What follows belongs to an exercise in optimizing a design on an open flow for small area, a short achievable clock period and few clock cycles; a production flow would make more cautious choices. At most, simulation tests tie the RTL to the original design; equivalence was not proved. The flow treats the clock pin as an ideal source, which a real chip does not have. Power and IR drop assume default switching activity.

// wildcard_glob_matcher
module wildcard_glob_matcher (
    input  wire               clk,
    input  wire               rst_n,
    input  wire               item_valid,
    output logic              item_ready,
    input  wire  [9:0]        item_in,
    output logic              result_valid,
    input  wire               result_ready,
    output logic [1:0]        result
);
For scale: roughly 2,300 cells after synthesis, roughly 18 I/O pins, roughly 31,000 um^2 of cells after synthesis.
==> flow/config.mk <==
export PLATFORM = sky130hd
export DESIGN_NAME = wildcard_glob_matcher
export DESIGN_NICKNAME = wildcard_glob_matcher
export VERILOG_FILES = /design/flow/design.v
export SDC_FILE = /design/flow/constraint.sdc
export NUM_CORES = 4
export LEC_CHECK = 0
export CAP_MARGIN = 20
export CORE_MARGIN = 2
export CORE_UTILIZATION = 60
export CTS_BUF_LIST = sky130_fd_sc_hd__clkbuf_8 sky130_fd_sc_hd__clkbuf_16
export CTS_CLUSTER_DIAMETER = 100
export CTS_CLUSTER_SIZE = 30
export SETUP_SLACK_MARGIN = 1.6
export SLEW_MARGIN = 20
export TNS_END_PERCENT = 3
==> flow/constraint.sdc <==
create_clock -name core_clock -period 3.0 [get_ports {clk}]
set_input_delay 0.6000 -clock core_clock [delete_from_list [all_inputs] [get_ports {clk}]]
set_output_delay 0.6000 -clock core_clock [all_outputs]
set_load 0.01 [all_outputs]
standard.sh (not shown) runs the stock make flow with config.mk's settings and CLKGATE_MAP_FILE= SYNTH_SCRIPT=/design/flow/synth_recipe.tcl, a recipe that flattens the netlist after the stock synthesis.
==> flow/flow/run.sh <==
#!/bin/bash
# Standard layout; after clock tree synthesis the tree's root buffer is taken out so the clock
# port drives the tree's first level directly, each first-level buffer is split in two by where
# its loads sit, and timing is repaired (instead of in cts).
set -euo pipefail
export BUFFER_PORTS_ARGS="-buffer_cell sky130_fd_sc_hd__buf_4"
export SKIP_CTS_REPAIR_TIMING=1
export POST_CTS_TCL="$PWD/flow/post_cts.tcl"
bash standard.sh > standard_flow.log 2>&1
Other scripts of this flow, unchanged in this note and not shown: flow/flow/post_cts.tcl
The baseline finished clean.
Edit:
--- a/flow/design.v
+++ b/flow/design.v
@@ -21,21 +21,20 @@
     } result_t;
 endpackage
 `default_nettype wire
 `default_nettype none
 module wgm_cell #(
     parameter bit FIRST = 1'b0     
 ) (
     input  wire        clk,
     input  wire        we,         
     input  wire  [7:0] ch,         
-    input  wire  [7:0] text_ch,    
     input  wire        text_en,    
     input  wire        text_seen,  
     input  wire        prev_col,   
     input  wire        prev_step,  
     output logic       col,        
     output logic       step
 );
     logic [7:0] char_reg;
     logic       hit_reg;
     logic       col_reg;
@@ -52,21 +51,21 @@
     end
     always_ff @(posedge clk)
     begin
         if (we)
         begin
             char_reg <= ch;
         end
     end
     always_ff @(posedge clk)
     begin
-        hit_reg <= (char_reg == text_ch) || (char_reg == wgm_pkg::CH_ANY);
+        hit_reg <= (char_reg == ch) || (char_reg == wgm_pkg::CH_ANY);
     end
     always_ff @(posedge clk)
     begin
         if (text_en)
         begin
             col_reg <= is_star ? (prev_step | col) : step;
         end
     end
 endmodule
 `default_nettype wire
@@ -107,29 +106,24 @@
             a_end   <= 1'b0;
         end
         else
         begin
             a_start <= accept && (item.mode == wgm_pkg::MODE_START);
             a_pat   <= accept && (item.mode == wgm_pkg::MODE_PATTERN);
             a_text  <= accept && (item.mode == wgm_pkg::MODE_TEXT);
             a_end   <= accept && (item.mode == wgm_pkg::MODE_END);
         end
     end
-    logic [7:0]          a_text_ch;
     always_ff @(posedge clk)
     begin
         a_ch   <= item.ch;
         a_star <= (item.ch == wgm_pkg::CH_STAR);
-        if (item.mode == wgm_pkg::MODE_TEXT)
-        begin
-            a_text_ch <= item.ch;
-        end
     end
     logic [6:0]          pat_len_reg;
     logic [NH-1:0]       slot_hi;
     logic [7:0]          slot_lo;
     logic [NH-1:0]       slot_hi_reg;
     logic [7:0]          slot_lo_reg;
     logic                text_started_reg;
     logic                error_reg;
     logic                last_star_reg;
     logic                pat_blk_reg;
@@ -255,21 +249,20 @@
     assign step[0] = 1'b0;
     for (genvar i = 0; i < N; i++)
     begin : g_cell
         assign we[i] = a_we_grp[i / 8] && slot_lo[i % 8];
         wgm_cell #(
             .FIRST     (i == 0)
         ) u_cell (
             .clk       (clk),
             .we        (we[i]),
             .ch        (a_ch),
-            .text_ch   (a_text_ch),
             .text_en   (c_text),
             .text_seen (c_text_seen),
             .prev_col  (col[i]),
             .prev_step (step[i]),
             .col       (col[i+1]),
             .step      (step[i+1])
         );
     end
     logic [NH-1:0]       grp_hit;
     logic [NH-1:0]       d_grp_reg;
Effect:
- fmax hardly moves
- flip-flop and latch count falls by 8
- setup slack loses 4.0 ps
- sequential power is about the same
- final area fell by 2.0%
- routed wire length falls by 16%
- via count decreases by 5.7%
- synthesized area drops by 0.85%
- register-to-register slack hardly moves
- synthesized cell count fell by 0.48%
- worst hold slack gets worse by 11 ps
- clock power decreases by about 3%
Testbench counts after the change, summed over its fixed seeds: cycles 56,359.
For the first run of this note, only the layout was checked, not whether the RTL still works.

========
Another version of the RTL of wildcard_glob_matcher (not shown whole).
Size in the first run: roughly 2300 cells after synthesis, roughly 720 flip-flops, roughly 18 I/O pins, roughly 32000 µm² of cells after synthesis.
==> flow/config.mk <==
export PLATFORM = sky130hd
export DESIGN_NAME = wildcard_glob_matcher
export DESIGN_NICKNAME = wildcard_glob_matcher
export VERILOG_FILES = /design/flow/design.v
export SDC_FILE = /design/flow/constraint.sdc
export NUM_CORES = 4
export LEC_CHECK = 0
export CAP_MARGIN = 20
export CORE_MARGIN = 2
export CORE_UTILIZATION = 60
export CTS_BUF_LIST = sky130_fd_sc_hd__clkbuf_8 sky130_fd_sc_hd__clkbuf_16
export CTS_CLUSTER_DIAMETER = 100
export CTS_CLUSTER_SIZE = 30
export SETUP_SLACK_MARGIN = 1.6
export SLEW_MARGIN = 20
export TNS_END_PERCENT = 3
==> flow/constraint.sdc <==
create_clock -name core_clock -period 3.0 [get_ports {clk}]
set_input_delay 0.6000 -clock core_clock [delete_from_list [all_inputs] [get_ports {clk}]]
set_output_delay 0.6000 -clock core_clock [all_outputs]
set_load 0.01 [all_outputs]
Scripts as last shown in full above: flow/flow/run.sh
Other scripts of this flow, unchanged in this note and not shown: flow/flow/post_cts.tcl
Next try:
--- a/flow/design.v
+++ b/flow/design.v
@@ -1,14 +1,13 @@
 `default_nettype none
 package wgm_pkg;
     localparam int MAX_PATTERN = 64;
     localparam int LEN_W       = $clog2(MAX_PATTERN + 1);
     localparam logic [7:0] CH_STAR = 8'h2A;
     localparam logic [7:0] CH_ANY  = 8'h3F;
-    localparam logic [7:0] CH_KEY  = CH_STAR;
     typedef logic [LEN_W-1:0] len_t;
     typedef enum logic [1:0] {
         MODE_START   = 2'd0,
         MODE_PATTERN = 2'd1,
         MODE_TEXT    = 2'd2,
         MODE_END     = 2'd3
     } mode_t;
@@ -36,15 +35,15 @@
     output logic       col,        
     output logic       step
 );
     logic [7:0] char_reg;
     logic       hit_reg;
     logic       col_reg;
     logic       is_star;
-    assign is_star = (char_reg == 8'h00);
+    assign is_star = (char_reg == wgm_pkg::CH_STAR);
     assign step    = prev_col & hit_reg;
     if (FIRST)
     begin : g_first
         assign col = text_seen ? col_reg : is_star;
     end
     else
     begin : g_rest
@@ -55,15 +54,15 @@
         if (we)
         begin
             char_reg <= ch;
         end
     end
     always_ff @(posedge clk)
     begin
-        hit_reg <= (char_reg == ch) || (char_reg == (wgm_pkg::CH_ANY ^ wgm_pkg::CH_KEY));
+        hit_reg <= (char_reg == ch) || (char_reg == wgm_pkg::CH_ANY);
     end
     always_ff @(posedge clk)
     begin
         if (text_en)
         begin
             col_reg <= is_star ? (prev_step | col) : step;
         end
@@ -112,15 +111,15 @@
             a_pat   <= accept && (item.mode == wgm_pkg::MODE_PATTERN);
             a_text  <= accept && (item.mode == wgm_pkg::MODE_TEXT);
             a_end   <= accept && (item.mode == wgm_pkg::MODE_END);
         end
     end
     always_ff @(posedge clk)
     begin
-        a_ch   <= item.ch ^ wgm_pkg::CH_KEY;
+        a_ch   <= item.ch;
         a_star <= (item.ch == wgm_pkg::CH_STAR);
     end
     logic [6:0]          pat_len_reg;
     logic [NH-1:0]       slot_hi;
     logic [7:0]          slot_lo;
     logic [NH-1:0]       slot_hi_reg;
     logic [7:0]          slot_lo_reg;
@@ -194,15 +193,15 @@
             error_reg        <= 1'b0;
             last_star_reg    <= 1'b0;
             pat_blk_reg      <= 1'b0;
             len63            <= 1'b0;
         end
         else
         begin
-            len63            <= (pat_len_next == 7'd63);
+            len63            <= !a_start && (pat_take ? (pat_len_reg == 7'd62) : len63);
             pat_len_reg      <= pat_len_next;
             slot_hi_reg      <= {slot_hi_next[NH-1:1], !slot_hi_next[0]};
             slot_lo_reg      <= {slot_lo_next[7:1], !slot_lo_next[0]};
             text_started_reg <= text_started_next;
             error_reg        <= error_next;
             last_star_reg    <= last_star_next;
             pat_blk_reg      <= pat_blk_next;
What happened: Wire length increases by 3.6%. Design area increases by 2.3%. Worst hold slack improved by 0.0091 ns. Via count increases by 1.1%. Die area decreases by 2.0%. Worst setup slack improved by 0.17 ns. Total power increases by 9.2%. Register-to-register slack improved by 0.17 ns. Sequential share of layout area decreases by 1.4 points. Area after synthesis decreases by 2.0%. Maximum frequency increases by 10%.
Function was not checked in any run of this note: the RTL went through the layout flow alone.

[static timing again, ports no longer ideal]
Ports are ideal in the flow. The routed layouts listed here were re-timed in OpenROAD.
Step 1, drivers: a clkbuf_16 drives clk and a buf_2 each remaining input, both assumed.
Step 2 adds t to the input delays and takes it off the output delays; t is the mean of the earliest and latest rising clock arrival at the registers after step 1. Input paths then give back, and output paths get back, about the clock's delay inside the block.
a / b / c = ideal / step 1 / step 2; a / b = the first two.
| run | shift t [ns] | setup slack, ns | worst register clock-pin slew, ns | pins driven straight from the clock port |
|---|---|---|---|---|
| the first run of note 1 | 0.506 | 1.394 / 1.339 / 1.125 | 0.12 / 0.12 | 4 |
| the second run of note 1 | 0.501 | 1.390 / 1.329 / 1.133 | 0.12 / 0.12 | 4 |
| the first run of note 2 | 0.495 | 1.147 / 1.147 / 1.105 | 0.12 / 0.12 | 4 |
| the second run of note 2 | 0.506 | 1.322 / 1.260 / 1.068 | 0.12 / 0.12 | 4 |
After both steps every run listed still meets setup and hold. The setup slack of the first run of note 1, which loses most, moves by -0.055 ns with the drivers and by -0.269 ns with both steps.
